Background: an optimization exercise with open tools, aiming at a short achievable clock period. Do not read the settings as production practice. In this exercise RTL edits were held to simulation tests only and were not proved equivalent to the original. Power is estimated from default activity; no workload was simulated.

==> flow/design.v (excerpt) <==
module icmp_tx_top #(
    parameter logic [47:0] board_mac = 48'h00_11_22_33_44_55,
    parameter logic [31:0]  board_ip  = {8'd192, 8'd168, 8'd1, 8'd123}
) (
    input  logic        clk,
    input  logic        rst_n,
    input  logic        start,
    input  logic [47:0] req_dest_mac,
    input  logic [31:0] req_dest_ip,
    input  logic [15:0] req_icmp_id,
    input  logic [15:0] req_icmp_seq,
    input  logic [15:0] req_payload_len,
    input  logic [31:0] req_payload_sum,
    input  logic [7:0]  payload_data,
    output logic        busy,
    output logic        payload_rd,
    output logic        gmii_tx_en,
    output logic [7:0]  gmii_txd,
    output logic        tx_done
);
==> module gmii_frame_sequencer, before the edit <==
module gmii_frame_sequencer (
    input  logic             clk,
    input  logic             rst_n,
    input  logic [50*8-1:0]  hdr_img,
    input  logic             hdr_soon,
    input  logic             hdr_valid,
    input  logic             len_nz,
    input  logic [15:0]      len_m1,
    input  logic [7:0]       payload_data,
    input  logic [31:0]      crc_value,
    input  logic [31:0]      crc_next,
    output logic             payload_rd,
    output logic             gmii_tx_en,
    output logic [7:0]       gmii_txd,
    output logic             crc_upd,
    output logic             crc_pay,
    output logic             crc_shift,
    output logic [7:0]       hdr_next,
    output logic             frame_end,
    output logic             tx_done
);
    logic [49:0]     tok;        
    logic [7:0]      hdr_q;      
    logic [7:0]      hdr_d;
    logic [7:0]      byte_q;     
    logic [6:0]      pos;        
    logic            en_q;       
    logic            hc_q;       
    logic            data_q;     
    logic            ge67_q;     
    logic            rd_q;       
    logic [7:0]      rd_lo;      
    logic [7:0]      rd_hi;
    logic            rd_lz;      
    logic            rd_hz;      
    logic            pay_q;      
    logic            pay_c;      
    logic            fcs_q;      
    logic [3:0]      fcs_cnt;    
    logic            done_q;
    logic            last_data;
    logic            fcs_next;
    assign last_data = data_q & ge67_q & ~rd_q;
    assign fcs_next  = last_data | fcs_cnt[0] | fcs_cnt[1] | fcs_cnt[2];
    always_comb begin
        hdr_d = ({8{hdr_soon}} & hdr_img[49*8 +: 8]) | ({8{hdr_valid}} & hdr_img[48*8 +: 8]);
        for (int k = 0; k < 48; k++)
            hdr_d = hdr_d | ({8{tok[k]}} & hdr_img[(47-k)*8 +: 8]);
    end
    always_ff @(posedge clk or negedge rst_n) begin
        if (!rst_n) begin
            byte_q  <= '0;
            tok     <= '0;
            hdr_q   <= '0;
            pos     <= '0;
            en_q    <= 1'b0;
            hc_q    <= 1'b0;
            data_q  <= 1'b0;
            ge67_q  <= 1'b0;
            rd_q    <= 1'b0;
            rd_lo   <= '0;
            rd_hi   <= '0;
            rd_lz   <= 1'b0;
            rd_hz   <= 1'b0;
            pay_q   <= 1'b0;
            pay_c   <= 1'b0;
            fcs_q   <= 1'b0;
            fcs_cnt <= '0;
            done_q  <= 1'b0;
        end else begin
            pay_q   <= rd_q;
            pay_c   <= rd_q & en_q;   
            fcs_q   <= fcs_next;
            fcs_cnt <= {fcs_cnt[2:0], last_data};
            done_q  <= fcs_cnt[3];
            byte_q  <= hdr_q | ({8{fcs_next}} & ~crc_next[7:0]);
            hdr_q   <= hdr_d;
            tok     <= {tok[48:0], hdr_valid};
            if (hdr_valid) begin
                pos    <= '0;
                en_q   <= 1'b1;
                hc_q   <= 1'b0;
                data_q <= 1'b0;
                ge67_q <= 1'b0;
            end else begin
                if (en_q && pos != 7'd127)
                    pos <= pos + 7'd1;
                if (fcs_cnt[3])
                    en_q <= 1'b0;
                if (en_q && pos == 7'd7)
                    hc_q <= 1'b1;
                else if (pos == 7'd49)
                    hc_q <= 1'b0;
                if (hc_q && pos == 7'd49)
                    data_q <= 1'b1;
                else if (last_data)
                    data_q <= 1'b0;
                if (en_q && pos == 7'd66)
                    ge67_q <= 1'b1;
            end
            if (en_q && pos == 7'd48 && len_nz) begin
                rd_q    <= 1'b1;
                rd_lo   <= len_m1[7:0];
                rd_hi   <= len_m1[15:8];
                rd_lz   <= (len_m1[7:0] == '0);
                rd_hz   <= (len_m1[15:8] == '0);
            end else if (rd_q) begin
                if (rd_lz && rd_hz) begin
                    rd_q <= 1'b0;
                end else begin
                    rd_lo <= rd_lo - 8'd1;
                    rd_lz <= (rd_lo == 8'd1);
                    if (rd_lz) begin
                        rd_hi <= rd_hi - 8'd1;
                        rd_hz <= (rd_hi == 8'd1);
                    end
                end
            end
        end
    end
    assign hdr_next   = hdr_q;
    assign gmii_tx_en = en_q;
    assign payload_rd = rd_q;
    assign gmii_txd   = ({8{pay_q}} & payload_data) | byte_q;
    assign crc_upd    = hc_q | data_q;
    assign crc_pay    = pay_c;
    assign crc_shift  = fcs_q;
    assign frame_end  = fcs_cnt[3];
    assign tx_done    = done_q;
endmodule
clock: 5.2 ns
lec_check: 0
abc_clock_period_in_ps: 2300
cap_margin: 20
core_margin: 2
core_utilization: 40
place_density: 0.6
setup_slack_margin: 2.9
slew_margin: 20
run.sh (not shown) runs the stock make flow with config.mk's settings and CLKGATE_MAP_FILE= SYNTH_SCRIPT=/design/flow/synth_recipe.tcl, a recipe that flattens the netlist after the stock synthesis.
The first run went through all stages and came out clean.
Next try:
--- a/flow/design.v
+++ b/flow/design.v
@@ -200,13 +200,13 @@
     output logic             frame_end,
     output logic             tx_done
 );
     logic [49:0]     tok;        
     logic [7:0]      hdr_q;      
     logic [7:0]      hdr_d;
-    logic [7:0]      byte_q;     
+    logic [7:0]      byte_n;     
     logic [6:0]      pos;        
     logic            en_q;       
     logic            hc_q;       
     logic            data_q;     
     logic            ge67_q;     
     logic            rd_q;       
@@ -227,13 +227,13 @@
         hdr_d = ({8{hdr_soon}} & hdr_img[49*8 +: 8]) | ({8{hdr_valid}} & hdr_img[48*8 +: 8]);
         for (int k = 0; k < 48; k++)
             hdr_d = hdr_d | ({8{tok[k]}} & hdr_img[(47-k)*8 +: 8]);
     end
     always_ff @(posedge clk or negedge rst_n) begin
         if (!rst_n) begin
-            byte_q  <= '0;
+            byte_n  <= '1;
             tok     <= '0;
             hdr_q   <= '0;
             pos     <= '0;
             en_q    <= 1'b0;
             hc_q    <= 1'b0;
             data_q  <= 1'b0;
@@ -251,13 +251,13 @@
         end else begin
             pay_q   <= rd_q;
             pay_c   <= rd_q & en_q;   
             fcs_q   <= fcs_next;
             fcs_cnt <= {fcs_cnt[2:0], last_data};
             done_q  <= fcs_cnt[3];
-            byte_q  <= hdr_q | ({8{fcs_next}} & ~crc_next[7:0]);
+            byte_n  <= ~(hdr_q | ({8{fcs_next}} & ~crc_next[7:0]));
             hdr_q   <= hdr_d;
             tok     <= {tok[48:0], hdr_valid};
             if (hdr_valid) begin
                 pos    <= '0;
                 en_q   <= 1'b1;
                 hc_q   <= 1'b0;
@@ -299,13 +299,13 @@
             end
         end
     end
     assign hdr_next   = hdr_q;
     assign gmii_tx_en = en_q;
     assign payload_rd = rd_q;
-    assign gmii_txd   = ({8{pay_q}} & payload_data) | byte_q;
+    assign gmii_txd   = ~(~({8{pay_q}} & payload_data) & byte_n);
     assign crc_upd    = hc_q | data_q;
     assign crc_pay    = pay_c;
     assign crc_shift  = fcs_q;
     assign frame_end  = fcs_cnt[3];
     assign tx_done    = done_q;
 endmodule
The new run passed the timing, DRC and antenna checks.
Power is about the same.
Register-to-register slack degrades by 0.04 ns.
Count of clock-buffer cells in the layout rises by 12.
Sequential cell count is unchanged.
Final cell count is about the same.
Synthesized cell count went up by 0.38%.
Sequential power is about the same.
Critical path depth rose by 1.
Fmax increases by 1.3%.
Setup slack improves by 0.031 ns.

## afterwards: timing with drivers on the ports
Ports are ideal in the flow. The routed layouts listed here were re-timed in OpenROAD. Step 1: set_driving_cell puts a clkbuf_16 on clk and a buf_2 on each other input, an assumption about the parent block. Step 2 also shifts input and output timing later by t, the mid clock arrival at the registers, as if the neighbouring blocks saw the same clock. Three values: ideal, step 1, step 2; two values: the first two.
run	t (ns)	setup WS [ns]	hold slack, ns	pins driven straight from the clock port
the first run	0.656	2.732 / 2.682 / 2.365	0.320 / 0.320 / 0.320	1
the second run	0.655	2.762 / 2.716 / 2.341	0.322 / 0.322 / 0.322	1
After both steps every run listed still meets setup and hold. For the second run, which loses most, drivers alone change the setup slack by -0.046 ns; drivers and shift together by -0.421 ns.
